This design comes from an exercise in tuning for small area, a short achievable clock period and few clock cycles per item on the open sky130 flow, not from production work. Where RTL was checked, it was by simulation tests only, not by an equivalence proof against the original.

==> build 14 <==
## modular_exponentiation
module modular_exponentiation (
    input  wire logic                  clk,
    input  wire logic                  rst_n,
    input  wire logic                  in_valid,
    output logic                       in_ready,
    input  wire mexp_pkg::word_t       message,
    output logic                       out_valid,
    input  wire logic                  out_ready,
    output mexp_pkg::word_t            power_result,
    input  wire logic                  cfg_valid,
    output logic                       cfg_ready,
    input  wire mexp_pkg::cfg_index_t  cfg_index,
    input  wire mexp_pkg::word_t       cfg_data
);
make LEC_CHECK=0 CAP_MARGIN=20 CORE_MARGIN=2 CORE_UTILIZATION=40 SETUP_SLACK_MARGIN=2.0 SLEW_MARGIN=20 finish   # period 6.5 ns
run.sh (not shown) runs the stock make flow with config.mk's settings and CLKGATE_MAP_FILE= SYNTH_SCRIPT=/design/flow/synth_recipe.tcl, a recipe that flattens the netlist after the stock synthesis.
==> build 87 (differences from build 14) <==
--- a/flow/config.mk
+++ b/flow/config.mk
@@ -8,5 +8,4 @@
 export CAP_MARGIN = 20
 export CORE_MARGIN = 2
 export CORE_UTILIZATION = 40
-export SETUP_SLACK_MARGIN = 2.0
 export SLEW_MARGIN = 20
==> comparison <==
- Build 87 completed with no timing, DRC or antenna violations. Build 14 completed without violations.
- Synthesized area is the same in build 14 and build 87.
- Against build 87, the wire length of build 14 is higher by 14%.
- Between build 87 and build 14, the lower first-iteration DRC count is in build 87 (gap 21%, measured against build 14).
- In flip-flop and latch count, build 14 and build 87 do not differ.
- Design area: build 87 is lower than build 14 (11%).
- Non-clock buffer count: build 14 is higher than build 87 (109).
- In build 14 the final cell count is higher than in build 87, by 3.7%.
- Of build 87 and build 14, build 14 has the higher clock skew (gap 0.0042 ns).
==> figures <==
R2R Setup Slk: build 87 0.98 ns; build 14 1.54 ns
Crit Reg-Reg Endpoint: build 87 mla_reg[29]; build 14 mla_reg[21]
Fmax: build 87 0.181 GHz; build 14 0.202 GHz
Number of vias per cell after detailed routing: build 87 5.71; build 14 5.85
Sequential share of cell area: build 87 0.258; build 14 0.230
Final Worst Setup Slack: build 87 0.978 ns; build 14 1.54 ns
Count of multi-input combinational gates: build 87 1795; build 14 1797
Instance area after placement: build 87 0.0238 mm²; build 14 0.0239 mm²
Antenna violations before repair: build 87 0; build 14 4
Insertion delay of the later-clocked pin in the worst-skew pair: build 87 0.57 ns; build 14 0.59 ns
Total via count in the routed design: build 87 17.8k; build 14 18.9k
Worst reg-to-reg path cell count: build 87 20; build 14 22
Pin count of the biggest net entering global routing: build 87 89; build 14 86
Number of clock-tree buffers in the layout: build 87 45; build 14 52
Cell Count, Final, Fillers Out: build 87 3110; build 14 3225
Status: build 87 finished clean; build 14 finished clean
NonClk Buf Share: build 87 0.0520; build 14 0.100
No functional check of the RTL was part of any run of this note.


==> ember: inputs <==
modular_exponentiation, a different RTL version from the one above (not shown whole).
## modular_exponentiation
module modular_exponentiation (
    input  wire logic                  clk,
    input  wire logic                  rst_n,
    input  wire logic                  in_valid,
    output logic                       in_ready,
    input  wire mexp_pkg::word_t       message,
    output logic                       out_valid,
    input  wire logic                  out_ready,
    output mexp_pkg::word_t            power_result,
    input  wire logic                  cfg_valid,
    output logic                       cfg_ready,
    input  wire mexp_pkg::cfg_index_t  cfg_index,
    input  wire mexp_pkg::word_t       cfg_data
);
    mexp_pkg::word_t      modulus_reg;
    mexp_pkg::cnt_t       mshift_reg;
    mexp_pkg::word_t      exponent_reg;
    mexp_pkg::word_t      base_reg;
    mexp_pkg::word_t      acc_reg;
    logic                 acc_one_reg;
    mexp_pkg::sword_t     sqa_reg;
    mexp_pkg::sword_t     sqb_reg;
    mexp_pkg::est_t       sqr_reg;
    logic [2:0]           sqq_reg;
    mexp_pkg::sword_t     mla_reg;
    mexp_pkg::sword_t     mlb_reg;
    mexp_pkg::est_t       mlr_reg;
    logic [2:0]           mlq_reg;
    logic                 sq_bit_reg;
    logic                 sq_nbit_reg;
    logic                 ml_bit_reg;
    logic                 ml_nbit_reg;
    logic [32:0]          cv_reg;
    logic [32:0]          cva;
    logic [32:0]          cvb;
    logic                 busy;
    logic                 hold;
    logic [5:0]           nq_reg;
    logic                 nq_ok_reg;
    logic                 special;
    logic                 load;
    logic                 rstep;
    logic                 conv1;
    logic                 conv2;
    logic                 pconv2;
    logic                 conv1_d;
    logic                 conv2_d;
  ...
Settings: LEC_CHECK=0, ABC_AREA=1, CAP_MARGIN=20, CORE_MARGIN=2, CORE_UTILIZATION=60, SETUP_SLACK_MARGIN=2.85, SLEW_MARGIN=20; clock period 6.5 ns.
==> juniper: changes against ember <==
--- a/flow/design.v
+++ b/flow/design.v
@@ -84,15 +84,23 @@
     assign pass_last    = (k_reg == '1);
     always_ff @(posedge clk or negedge rst_n)
     begin
         if (!rst_n)
         begin
             state_reg    <= mexp_pkg::ST_IDLE;
+            conv1_d_reg  <= 1'b0;
+            conv2_d_reg  <= 1'b0;
+            pconv1_d_reg <= 1'b0;
+            pconv2_d_reg <= 1'b0;
         end
         else
         begin
+            conv1_d_reg  <= conv1;
+            conv2_d_reg  <= conv2;
+            pconv1_d_reg <= pconv1;
+            pconv2_d_reg <= pconv2;
             unique case (state_reg)
                 mexp_pkg::ST_IDLE:
                 begin
                     if (accept)
                     begin
                         state_reg <= special ? mexp_pkg::ST_DONE : mexp_pkg::ST_RSTEP;
@@ -152,16 +160,12 @@
                 end
             endcase
         end
     end
     always_ff @(posedge clk)
     begin
-        conv1_d_reg  <= conv1;
-        conv2_d_reg  <= conv2;
-        pconv1_d_reg <= pconv1;
-        pconv2_d_reg <= pconv2;
         if (load)
         begin
             j_reg <= mshift;
         end
         else if (conv2)
         begin
@@ -192,13 +196,12 @@
     input  wire mexp_pkg::sword_t     sb,
     input  wire mexp_pkg::est_t       rt,
     input  wire logic                 a,
     input  wire logic                 an,
     input  wire mexp_pkg::word_t      b,
     input  wire mexp_pkg::word_t      n,
-    input  wire logic [5:0]           nq,
     input  wire logic [2:0]           ge,
     output mexp_pkg::sword_t          sa_next,
     output mexp_pkg::sword_t          sb_next,
     output mexp_pkg::est_t            rt_next,
     output logic [2:0]                ge_next
 );
@@ -227,31 +230,31 @@
     always_comb
     begin
         if (ge[2])
         begin
             v   = ~{2'b00, n, 1'b0};
             cin = 1'b1;
-            t4  = ~{1'b0, nq[5:0]};
+            t4  = ~{1'b0, n[31:26]};
         end
         else if (ge[1])
         begin
             v   = ~{3'b000, n};
             cin = 1'b1;
-            t4  = ~{2'b00, nq[5:1]};
+            t4  = ~{2'b00, n[31:27]};
         end
         else if (ge[0])
         begin
             v   = '0;
             cin = 1'b0;
             t4  = 7'd0;
         end
         else
         begin
             v   = {3'b000, n};
             cin = 1'b0;
-            t4  = {2'b00, nq[5:1]};
+            t4  = {2'b00, n[31:27]};
         end
     end
     assign s2 = x ^ y ^ v;
     assign c2 = (x & y) | (x & v) | (y & v);
     assign sa_next = s2[mexp_pkg::SW-1:0];
     assign sb_next = {c2[mexp_pkg::SW-2:0], cin};
@@ -261,31 +264,33 @@
     assign es  = rt ^ t3a ^ t3b;
     assign ec  = {((rt[5:0] & t3a[5:0]) | (rt[5:0] & t3b[5:0]) | (t3a[5:0] & t3b[5:0])), 1'b0};
     assign ds  = es ^ ec ^ t4;
     assign dc  = {((es[5:0] & ec[5:0]) | (es[5:0] & t4[5:0]) | (ec[5:0] & t4[5:0])), 1'b0};
     assign d0  = ds + dc;
     assign ge_next[0] = !d0[6];
-    assign ge_next[1] = !sum3_sign(ds, dc, ~{3'b000, nq[5:2]});
-    assign ge_next[2] = !sum3_sign(ds, dc, ~{2'b00, nq[5:2], 1'b0});
+    assign ge_next[1] = !sum3_sign(ds, dc, ~{3'b000, n[31:28]});
+    assign ge_next[2] = !sum3_sign(ds, dc, ~{2'b00, n[31:28], 1'b0});
     function automatic logic sum3_sign(input mexp_pkg::est_t u, input mexp_pkg::est_t v3,
                                        input mexp_pkg::est_t w);
         mexp_pkg::est_t hs;
         mexp_pkg::est_t hc;
         mexp_pkg::est_t d;
         hs = u ^ v3 ^ w;
         hc = {((u[5:0] & v3[5:0]) | (u[5:0] & w[5:0]) | (v3[5:0] & w[5:0])), 1'b1};
         d  = hs + hc;
         sum3_sign = d[6];
     endfunction
 endmodule
 module mexp_csfix (
-    input  wire logic [32:0]      c,
+    input  wire mexp_pkg::sword_t c,
     input  wire mexp_pkg::word_t  n,
     output mexp_pkg::word_t       res
 );
-    assign res = c[mexp_pkg::WIDTH-1:0] + (n & {mexp_pkg::WIDTH{c[32]}});
+    mexp_pkg::sword_t c1;
+    assign c1  = c + {2'b00, n};
+    assign res = c[mexp_pkg::SW-1] ? c1[mexp_pkg::WIDTH-1:0] : c[mexp_pkg::WIDTH-1:0];
 endmodule
 `default_nettype wire
 `default_nettype none
 module modular_exponentiation (
     input  wire logic                  clk,
     input  wire logic                  rst_n,
@@ -315,19 +320,16 @@
     mexp_pkg::est_t       mlr_reg;
     logic [2:0]           mlq_reg;
     logic                 sq_bit_reg;
     logic                 sq_nbit_reg;
     logic                 ml_bit_reg;
     logic                 ml_nbit_reg;
-    logic [32:0]          cv_reg;
-    logic [32:0]          cva;
-    logic [32:0]          cvb;
+    mexp_pkg::sword_t     cv_reg;
+    mexp_pkg::sword_t     cva;
+    mexp_pkg::sword_t     cvb;
     logic                 busy;
-    logic                 hold;
-    logic [5:0]           nq_reg;
-    logic                 nq_ok_reg;
     logic                 special;
     logic                 load;
     logic                 rstep;
     logic                 conv1;
     logic                 conv2;
     logic                 pconv2;
@@ -379,37 +381,21 @@
             begin
                 exponent_reg <= cfg_data;
             end
         end
     end
     assign busy    = !modulus_reg[mexp_pkg::WIDTH-1] && (modulus_reg != '0);
-    always_ff @(posedge clk or negedge rst_n)
-    begin
-        if (!rst_n)
-        begin
-            nq_ok_reg <= 1'b0;
-        end
-        else
-        begin
-            nq_ok_reg <= !busy && !(cfg_valid && (cfg_index == mexp_pkg::REG_MODULUS));
-        end
-    end
-    always_ff @(posedge clk)
-    begin
-        nq_reg <= modulus_reg[31:26];
-    end
-    assign hold    = !nq_ok_reg;
     assign special = (modulus_reg == '0) || (exponent_reg == '0);
     mexp_ctrl u_ctrl (
         .clk          (clk),
         .rst_n        (rst_n),
         .in_valid     (in_valid),
         .in_ready     (in_ready),
         .out_valid    (out_valid),
         .out_ready    (out_ready),
-        .busy         (hold),
+        .busy         (busy),
         .special      (special),
         .mshift       (mshift_reg),
         .load         (load),
         .rstep        (rstep),
         .conv1        (conv1),
         .conv2        (conv2),
@@ -430,13 +416,12 @@
         .sb      (sqb_reg),
         .rt      (sqr_reg),
         .a       (sq_bit_reg),
         .an      (sq_nbit_reg),
         .b       (base_reg),
         .n       (modulus_reg),
-        .nq      (nq_reg),
         .ge      (sqq_reg),
         .sa_next (sqa_next),
         .sb_next (sqb_next),
         .rt_next (sqr_next),
         .ge_next (sqq_next)
     );
@@ -445,21 +430,20 @@
         .sb      (mlb_reg),
         .rt      (mlr_reg),
         .a       (ml_bit_reg),
         .an      (ml_nbit_reg),
         .b       (base_reg),
         .n       (modulus_reg),
-        .nq      (nq_reg),
         .ge      (mlq_reg),
         .sa_next (mla_next),
         .sb_next (mlb_next),
         .rt_next (mlr_next),
         .ge_next (mlq_next)
     );
-    assign cva = sqa_reg[32:0] | (mla_reg[32:0] & {33{pconv1_d}});
-    assign cvb = sqb_reg[32:0] | (mlb_reg[32:0] & {33{pconv1_d}});
+    assign cva = pconv1_d ? mla_reg : sqa_reg;
+    assign cvb = pconv1_d ? mlb_reg : sqb_reg;
     mexp_csfix u_fix (
         .c   (cv_reg),
         .n   (modulus_reg),
         .res (cv_res)
     );
     assign copy    = pconv2 && exp_bit && acc_one_reg;
ABC_AREA = not set   (was 1)
==> qor summary <==
Number of cells upsized or downsized after cts: ember 13; juniper 47
Result of the run: ember complete, no violations; juniper complete, no violations
Met1 track demand over resource: ember 48.7%; juniper 51.7%
Highest clock frequency the design can meet: ember 282 MHz; juniper 273 MHz
Critical path's largest stage delay: ember 470 ps; juniper 550 ps
Non-clock buffer count in the final layout: ember 129; juniper 171
Instance count after placement with tap cells included: ember 3864; juniper 2951
Final non-clock buffer share: ember 4.72%; juniper 6.19%
Met2 Usage GRT: ember 60.9%; juniper 54.9%
Number of synthesized register bits: ember 349; juniper 346
Routability-driven placement congestion ratio: ember 0.976; juniper 0.992
Per-cell via count in the routed design: ember 5.87; juniper 6.25
Testbench counts of ember, summed over its fixed seeds: cycles 210,240, items 192.
Testbench counts of juniper, summed over its fixed seeds: cycles 210,240, items 192.

## re-timing with driven ports
No port has a modelled driver above. Below, the same layouts with a new extraction and two added sets of constraints. Step 1 (the two cells are an assumption about what drives the block):
set clk [get_ports {clk}]
set_driving_cell -lib_cell sky130_fd_sc_hd__clkbuf_16 $clk
set_driving_cell -lib_cell sky130_fd_sc_hd__buf_2 [delete_from_list [all_inputs] $clk]
Step 2 also shifts input and output timing later by t, the mid clock arrival at the registers, as if the neighbouring blocks saw the same clock. Three values: ideal ports, drivers, drivers and shift; two values: the first two.
run	shift t [ns]	setup WS [ns]	hold WS [ns]	worst setup path after step 2	worst slew at a driven data input, ns
build 14	0.639	1.545 / 1.545 / 1.545	0.523 / 0.519 / 0.523	register to register	0.04
build 87	0.611	0.978 / 0.978 / 0.978	0.515 / 0.515 / 0.515	register to register	0.06
ember	0.615	2.950 / 2.891 / 2.622	0.464 / 0.464 / 0.464	input to register	0.04
juniper	0.636	2.836 / 2.836 / 2.836	0.497 / 0.497 / 0.497	register to register	0.05
After both steps every run listed still meets setup and hold. For ember, which loses most, drivers alone change the setup slack by -0.059 ns; drivers and shift together by -0.328 ns.
